Source: an optimization exercise on an open RTL-to-GDS flow (aim: small area, a short achievable clock period and few clock cycles per item). Production flows keep margins and buffers that such runs may drop. The RTL was checked by simulation tests, not by an equivalence proof against the original design. The clock port is modelled as an ideal driver; clocking choices that lean on that would not hold on a real chip. Power is estimated from default activity; no workload was simulated.

Design lru_block_cache_directory, start of the top module:
module lru_block_cache_directory (
    input  wire logic                          i_clk,
    input  wire logic                          i_rst_n,
    input  wire logic                          i_in_valid,
    output logic                               o_in_stall,
    input  wire logic [lrud_pkg::KIND_W-1:0]   i_kind,
    input  wire logic [lrud_pkg::BLOCK_W-1:0]  i_block_number,
    input  wire logic                          i_insert_dirty,
    output logic                               o_out_valid,
    input  wire logic                          i_out_stall,
    output logic                               o_hit,
    output logic      [lrud_pkg::OWAY_W-1:0]   o_way,
    output logic                               o_evicted,
    output logic      [lrud_pkg::BLOCK_W-1:0]  o_evicted_block,
    output logic                               o_evicted_dirty,
    output logic      [lrud_pkg::TOTAL_W-1:0]  o_hit_total,
    output logic      [lrud_pkg::TOTAL_W-1:0]  o_miss_total,
    input  wire logic                          psel,
    input  wire logic                          penable,
    input  wire logic                          pwrite,
    input  wire logic [lrud_pkg::ADDR_W-1:0]   paddr,
    input  wire logic [lrud_pkg::DATA_W-1:0]   pwdata,
    output logic      [lrud_pkg::DATA_W-1:0]   prdata,
    output logic                               pready
);
clock: 13.0 ns
lec_check: 0
cap_margin: 20
core_margin: 2
core_utilization: 60
cts_cluster_diameter: 80
cts_cluster_size: 20
slew_margin: 20
tns_end_percent: 5
standard.sh (not shown) runs the stock make flow with config.mk's settings and CLKGATE_MAP_FILE= SYNTH_SCRIPT=/design/flow/synth_recipe.tcl, a recipe that flattens the netlist after the stock synthesis.
==> flow/flow/run.sh <==
#!/bin/bash
# Layout flow: the standard ORFS flow (standard.sh) with
#  - port buffers of buf_2 instead of the default choice, a slow delay buffer;
set -euo pipefail
export FLOW_CLOCK_PORT=i_clk
bash standard.sh \
    "BUFFER_PORTS_ARGS=-buffer_cell sky130_fd_sc_hd__buf_2" \
    SETUP_SLACK_MARGIN=9.5 \
    "PRE_CTS_TCL=$PWD/flow/cts_hook.tcl" \
    finish > flow_make.log 2>&1
==> flow/flow/cts_hook.tcl <==
# Sourced by ORFS's cts.tcl before clock_tree_synthesis (PRE_CTS_TCL): wraps
# clock_tree_synthesis so that, once the tree is built:
#  1. its root buffer is removed and the clock port drives the tree's
#     first-level buffers directly, so every register's clock arrives one
#     buffer stage sooner (the same for all of them);
set ::my_clock_port [expr {[info exists ::env(FLOW_CLOCK_PORT)] ? $::env(FLOW_CLOCK_PORT) : "i_clk"}]
set ::my_early_pattern {r0_req*}
rename clock_tree_synthesis my_orig_clock_tree_synthesis

proc my_center {iterms} {
  set sx 0; set sy 0; set n 0
  foreach it $iterms {
    set b [[$it getInst] getBBox]
    set sx [expr {$sx + ([$b xMin] + [$b xMax]) / 2}]
    set sy [expr {$sy + ([$b yMin] + [$b yMax]) / 2}]
    incr n
  }
  return [list [expr {$sx / $n}] [expr {$sy / $n}]]
}

proc clock_tree_synthesis {args} {
  my_orig_clock_tree_synthesis {*}$args
  set port $::my_clock_port
  set block [ord::get_db_block]
  set port_net [$block findNet $port]
  set loads [$port_net getITerms]
  if {[llength $loads] != 1} {
    puts "cts_hook: clock port drives [llength $loads] pins, tree left as built"
    return
  }
  set root [[lindex $loads 0] getInst]
  set root_out [[$root findITerm X] getNet]
  set mids {}
  foreach it [$root_out getITerms] {
    if {[$it getInst] ne $root} { lappend mids $it }
  }
  if {[llength $mids] > 2 || [llength [$root_out getBTerms]] > 0} {
    puts "cts_hook: root buffer drives [llength $mids] pins, tree left as built"
    return
  }
  set master [$root getMaster]
  foreach it $mids {
    $it disconnect
    $it connect $port_net
  }
  [$root findITerm A] disconnect
  odb::dbInst_destroy $root
  odb::dbNet_destroy $root_out
  # early leaves for the request register
  set early {}
  foreach inst [$block getInsts] {
    if {[string match $::my_early_pattern [$inst getName]]} {
      set ck [$inst findITerm CLK]
      if {$ck ne "NULL" && [$ck getNet] ne "NULL"} { lappend early $ck }
    }
  }
  set free [expr {4 - [llength [$port_net getITerms]]}]
  if {[llength $early] > 0 && $free > 0} {
    set keyed {}
    foreach it $early {
      set b [[$it getInst] getBBox]
      lappend keyed [list [$b xMin] $it]
    }
    set keyed [lsort -integer -index 0 $keyed]
    set groups [expr {min($free, 2)}]
    set per [expr {([llength $keyed] + $groups - 1) / $groups}]
    for {set g 0} {$g < $groups} {incr g} {
      set part {}
      foreach e [lrange $keyed [expr {$g * $per}] [expr {($g + 1) * $per - 1}]] { lappend part [lindex $e 1] }
      if {![llength $part]} continue
      set ni [odb::dbInst_create $block $master "clkbuf_early_${g}_$port"]
      set nn [odb::dbNet_create $block "clknet_early_${g}_$port"]
      $nn setSigType CLOCK
      [$ni findITerm A] connect $port_net
      [$ni findITerm X] connect $nn
      foreach it $part {
        $it disconnect
        $it connect $nn
      }
      lassign [my_center $part] cx cy
      $ni setLocation $cx $cy
      $ni setPlacementStatus PLACED
    }
  }
  global_connect
  puts "cts_hook: clock port drives [llength [$port_net getITerms]] buffers; [llength $early] registers on early leaves"
}
The first run completed without violations.
Testbench counts at the start, summed over its fixed seeds: cycles 16,016, items 16,000.
Edit:
--- a/flow/flow/cts_hook.tcl
+++ b/flow/flow/cts_hook.tcl
@@ -4,4 +4,10 @@
 #     first-level buffers directly, so every register's clock arrives one
 #     buffer stage sooner (the same for all of them);
+#  2. the request register r0_req, which launches the directory's
+#     register-to-register paths (tag compare and state update), is clocked
+#     from two leaf buffers driven straight from the clock port, so its clock
+#     arrives one stage before the other registers'. That skew only helps
+#     paths between registers (from r0_req into the directory and the result
+#     registers); the paths from the input ports into r0_req lose it.
 set ::my_clock_port [expr {[info exists ::env(FLOW_CLOCK_PORT)] ? $::env(FLOW_CLOCK_PORT) : "i_clk"}]
 set ::my_early_pattern {r0_req*}
@@ -83,4 +89,16 @@
     }
   }
+  # stronger request register flip-flops
+  set sized 0
+  foreach inst [$block getInsts] {
+    if {[string match $::my_early_pattern [$inst getName]]} {
+      set m [[$inst getMaster] getName]
+      if {[regexp {^(sky130_fd_sc_hd__dfxtp)_[0-9]+$} $m -> base]} {
+        replace_cell [$inst getName] ${base}_4
+        incr sized
+      }
+    }
+  }
+  puts "cts_hook: $sized request register flip-flops set to drive 4"
   global_connect
   puts "cts_hook: clock port drives [llength [$port_net getITerms]] buffers; [llength $early] registers on early leaves"
After rerunning:
- The changed run passed the timing, design-rule and antenna checks
- synthesized cell count is unchanged
- power stays flat
- setup slack loses 40 ps
- design area is about the same


== pepper ==
lru_block_cache_directory, a different RTL version from the one above (not shown whole).
Size: about 180 I/O pins.
// lru_block_cache_directory
module lru_block_cache_directory (
    input  wire logic                          i_clk,
    input  wire logic                          i_rst_n,
    input  wire logic                          i_in_valid,
    output logic                               o_in_stall,
    input  wire logic [lrud_pkg::KIND_W-1:0]   i_kind,
    input  wire logic [lrud_pkg::BLOCK_W-1:0]  i_block_number,
    input  wire logic                          i_insert_dirty,
    output logic                               o_out_valid,
    input  wire logic                          i_out_stall,
    output logic                               o_hit,
    output logic      [lrud_pkg::OWAY_W-1:0]   o_way,
    output logic                               o_evicted,
    output logic      [lrud_pkg::BLOCK_W-1:0]  o_evicted_block,
    output logic                               o_evicted_dirty,
    output logic      [lrud_pkg::TOTAL_W-1:0]  o_hit_total,
    output logic      [lrud_pkg::TOTAL_W-1:0]  o_miss_total,
    input  wire logic                          psel,
    input  wire logic                          penable,
    input  wire logic                          pwrite,
    input  wire logic [lrud_pkg::ADDR_W-1:0]   paddr,
    input  wire logic [lrud_pkg::DATA_W-1:0]   pwdata,
    output logic      [lrud_pkg::DATA_W-1:0]   prdata,
    output logic                               pready
);
Settings: LEC_CHECK=0, CAP_MARGIN=20, CORE_MARGIN=2, CORE_UTILIZATION=60, CTS_CLUSTER_DIAMETER=80, CTS_CLUSTER_SIZE=20, SLEW_MARGIN=20, TNS_END_PERCENT=5; clock period 13.0 ns.
==> flow/flow/run.sh <==
#!/bin/bash
# Layout flow: the standard ORFS flow (standard.sh) with
#  - port buffers of buf_2 instead of the default choice, a slow delay buffer;
#  - repair_timing limited to resizing, pin swaps, buffer removal and buffer
#    insertion (no cloning or load splitting);
set -euo pipefail
export FLOW_CLOCK_PORT=i_clk
bash standard.sh \
    "BUFFER_PORTS_ARGS=-buffer_cell sky130_fd_sc_hd__buf_2" \
    SETUP_SLACK_MARGIN=9.5 \
    SETUP_MOVE_SEQUENCE=unbuffer,sizeup,swap,buffer \
    "PRE_CTS_TCL=$PWD/flow/cts_hook.tcl" \
    finish > flow_make.log 2>&1
==> flow/flow/cts_hook.tcl <==
# Sourced by ORFS's cts.tcl before clock_tree_synthesis (PRE_CTS_TCL): wraps
# clock_tree_synthesis so that, once the tree is built:
#  1. its root buffer is removed and the clock port drives the tree's
#     first-level buffers directly, so every register's clock arrives one
#     buffer stage sooner (the same for all of them);
set ::my_clock_port [expr {[info exists ::env(FLOW_CLOCK_PORT)] ? $::env(FLOW_CLOCK_PORT) : "i_clk"}]
set ::my_early_pattern {r0_req*}
rename clock_tree_synthesis my_orig_clock_tree_synthesis

proc my_center {iterms} {
  set sx 0; set sy 0; set n 0
  foreach it $iterms {
    set b [[$it getInst] getBBox]
    set sx [expr {$sx + ([$b xMin] + [$b xMax]) / 2}]
    set sy [expr {$sy + ([$b yMin] + [$b yMax]) / 2}]
    incr n
  }
  return [list [expr {$sx / $n}] [expr {$sy / $n}]]
}

proc clock_tree_synthesis {args} {
  my_orig_clock_tree_synthesis {*}$args
  set port $::my_clock_port
  set block [ord::get_db_block]
  set port_net [$block findNet $port]
  set loads [$port_net getITerms]
  if {[llength $loads] != 1} {
    puts "cts_hook: clock port drives [llength $loads] pins, tree left as built"
    return
  }
  set root [[lindex $loads 0] getInst]
  set root_out [[$root findITerm X] getNet]
  set mids {}
  foreach it [$root_out getITerms] {
    if {[$it getInst] ne $root} { lappend mids $it }
  }
  if {[llength $mids] > 2 || [llength [$root_out getBTerms]] > 0} {
    puts "cts_hook: root buffer drives [llength $mids] pins, tree left as built"
    return
  }
  set master [$root getMaster]
  foreach it $mids {
    $it disconnect
    $it connect $port_net
  }
  [$root findITerm A] disconnect
  odb::dbInst_destroy $root
  odb::dbNet_destroy $root_out
  # early leaves for the request register
  set early {}
  foreach inst [$block getInsts] {
    if {[string match $::my_early_pattern [$inst getName]]} {
      set ck [$inst findITerm CLK]
      if {$ck ne "NULL" && [$ck getNet] ne "NULL"} { lappend early $ck }
    }
  }
  set free [expr {4 - [llength [$port_net getITerms]]}]
  if {[llength $early] > 0 && $free > 0} {
    set keyed {}
    foreach it $early {
      set b [[$it getInst] getBBox]
      lappend keyed [list [$b xMin] $it]
    }
    set keyed [lsort -integer -index 0 $keyed]
    set groups [expr {min($free, 2)}]
    set per [expr {([llength $keyed] + $groups - 1) / $groups}]
    for {set g 0} {$g < $groups} {incr g} {
      set part {}
      foreach e [lrange $keyed [expr {$g * $per}] [expr {($g + 1) * $per - 1}]] { lappend part [lindex $e 1] }
      if {![llength $part]} continue
      set ni [odb::dbInst_create $block $master "clkbuf_early_${g}_$port"]
      set nn [odb::dbNet_create $block "clknet_early_${g}_$port"]
      $nn setSigType CLOCK
      [$ni findITerm A] connect $port_net
      [$ni findITerm X] connect $nn
      foreach it $part {
        $it disconnect
        $it connect $nn
      }
      lassign [my_center $part] cx cy
      $ni setLocation $cx $cy
      $ni setPlacementStatus PLACED
    }
  }
  global_connect
  puts "cts_hook: clock port drives [llength [$port_net getITerms]] buffers; [llength $early] registers on early leaves"
}
Testbench counts of pepper, summed over its fixed seeds: cycles 16,016, items 16,000.
Modified inputs, amber compared to pepper
==> flow/flow/run.sh <==
#!/bin/bash
# Layout flow: the standard ORFS flow (standard.sh) with
#  - port buffers of buf_2 instead of the default choice, a slow delay buffer;
#  - SKIP_REPAIR_TIE_FANOUT, so the constant outputs share the synthesis's
#    single tie cell instead of one tie cell each;
set -euo pipefail
export FLOW_CLOCK_PORT=i_clk
bash standard.sh \
    "BUFFER_PORTS_ARGS=-buffer_cell sky130_fd_sc_hd__buf_2" \
    SETUP_SLACK_MARGIN=9.5 \
    SKIP_REPAIR_TIE_FANOUT=1 \
    "PRE_CTS_TCL=$PWD/flow/cts_hook.tcl" \
    finish > flow_make.log 2>&1
==> run summary <==
Storage element area delta (amber -> pepper): insignificant
Data arrival time of the critical path: amber higher than pepper
amber has routed wire length above what pepper had.
The relative contribution of combinational cells to total power reported for amber is smaller than that of pepper by 0.4 points.
Between pepper and amber, the flow reports detailed placement HPWL increasing slightly.
For fjord, these inputs were changed with respect to amber:
--- a/flow/flow/run.sh
+++ b/flow/flow/run.sh
@@ -3,4 +3,2 @@
 #  - port buffers of buf_2 instead of the default choice, a slow delay buffer;
-#  - SKIP_REPAIR_TIE_FANOUT, so the constant outputs share the synthesis's
-#    single tie cell instead of one tie cell each;
 set -euo pipefail
@@ -10,3 +8,2 @@
     SETUP_SLACK_MARGIN=9.5 \
-    SKIP_REPAIR_TIE_FANOUT=1 \
     "PRE_CTS_TCL=$PWD/flow/cts_hook.tcl" \
==> run summary <==
- fjord | status: complete | timing, DRC, antenna: pass
- Delta (fjord minus amber): share of power burned in combinational logic rose by 0.4 points, number of buffers inserted by post-CTS setup repair rose by 16.
- met2 wire length ends up lower on fjord.
Relative to fjord, the following input files were edited for willow:
--- a/flow/flow/cts_hook.tcl
+++ b/flow/flow/cts_hook.tcl
@@ -5,2 +5,8 @@
 #     buffer stage sooner (the same for all of them);
+#  2. the request register r0_req, which launches the directory's
+#     register-to-register paths (tag compare and state update), is clocked
+#     from two leaf buffers driven straight from the clock port, so its clock
+#     arrives one stage before the other registers'. That skew only helps
+#     paths between registers (from r0_req into the directory and the result
+#     registers); the paths from the input ports into r0_req lose it.
 set ::my_clock_port [expr {[info exists ::env(FLOW_CLOCK_PORT)] ? $::env(FLOW_CLOCK_PORT) : "i_clk"}]
@@ -84,2 +90,14 @@
   }
+  # stronger request register flip-flops
+  set sized 0
+  foreach inst [$block getInsts] {
+    if {[string match $::my_early_pattern [$inst getName]]} {
+      set m [[$inst getMaster] getName]
+      if {[regexp {^(sky130_fd_sc_hd__dfxtp)_[0-9]+$} $m -> base]} {
+        replace_cell [$inst getName] ${base}_4
+        incr sized
+      }
+    }
+  }
+  puts "cts_hook: $sized request register flip-flops set to drive 4"
   global_connect
==> comparison <==
willow -> fjord: mux cell area share after synthesis delta 0, exact match. The clock power on willow is in line with that on fjord. Between fjord and willow, the net switching power does not differ in any meaningful way. Compared with fjord, willow shows a higher slew at the pin closest to its max-slew limit. Sort willow and fjord by number of vias after detailed routing, ascending, and willow comes first. Between fjord and willow, the adder and majority cell fraction of the synthesized area does not differ in any meaningful way.

[separate check: timing with driven ports]
No port has a modelled driver above. Below, the same layouts with a new extraction and two added sets of constraints.
Step 1 assumes that a clkbuf_16 drives the clock port and a buf_2 every other input.
Step 2, shift: input delay + t, output delay - t, t = (earliest + latest rising clock arrival at the registers) / 2. This alone moves slack from input paths to output paths.
a / b / c = ideal ports / drivers / drivers and shift; a / b = the first two.
run	t, ns	setup WS [ns]	clock arrival spread, ns
the first run of note 1	0.422	9.347 / 9.247 / 8.998	0.285 / 0.286
the second run of note 1	0.417	9.307 / 9.287 / 9.039	0.286 / 0.286
pepper	0.419	9.370 / 9.266 / 9.187	0.302 / 0.302
amber	0.410	9.328 / 9.230 / 9.061	0.314 / 0.314
fjord	0.420	9.367 / 9.264 / 9.189	0.309 / 0.310
willow	0.415	9.362 / 9.262 / 9.195	0.305 / 0.305
In pepper, amber, fjord and willow the clock reaches the registers at very different times; t lies between them, and the last value is a rough guide only. The setup slack of the first run of note 1, which loses most, moves by -0.100 ns with the drivers and by -0.349 ns with both steps.
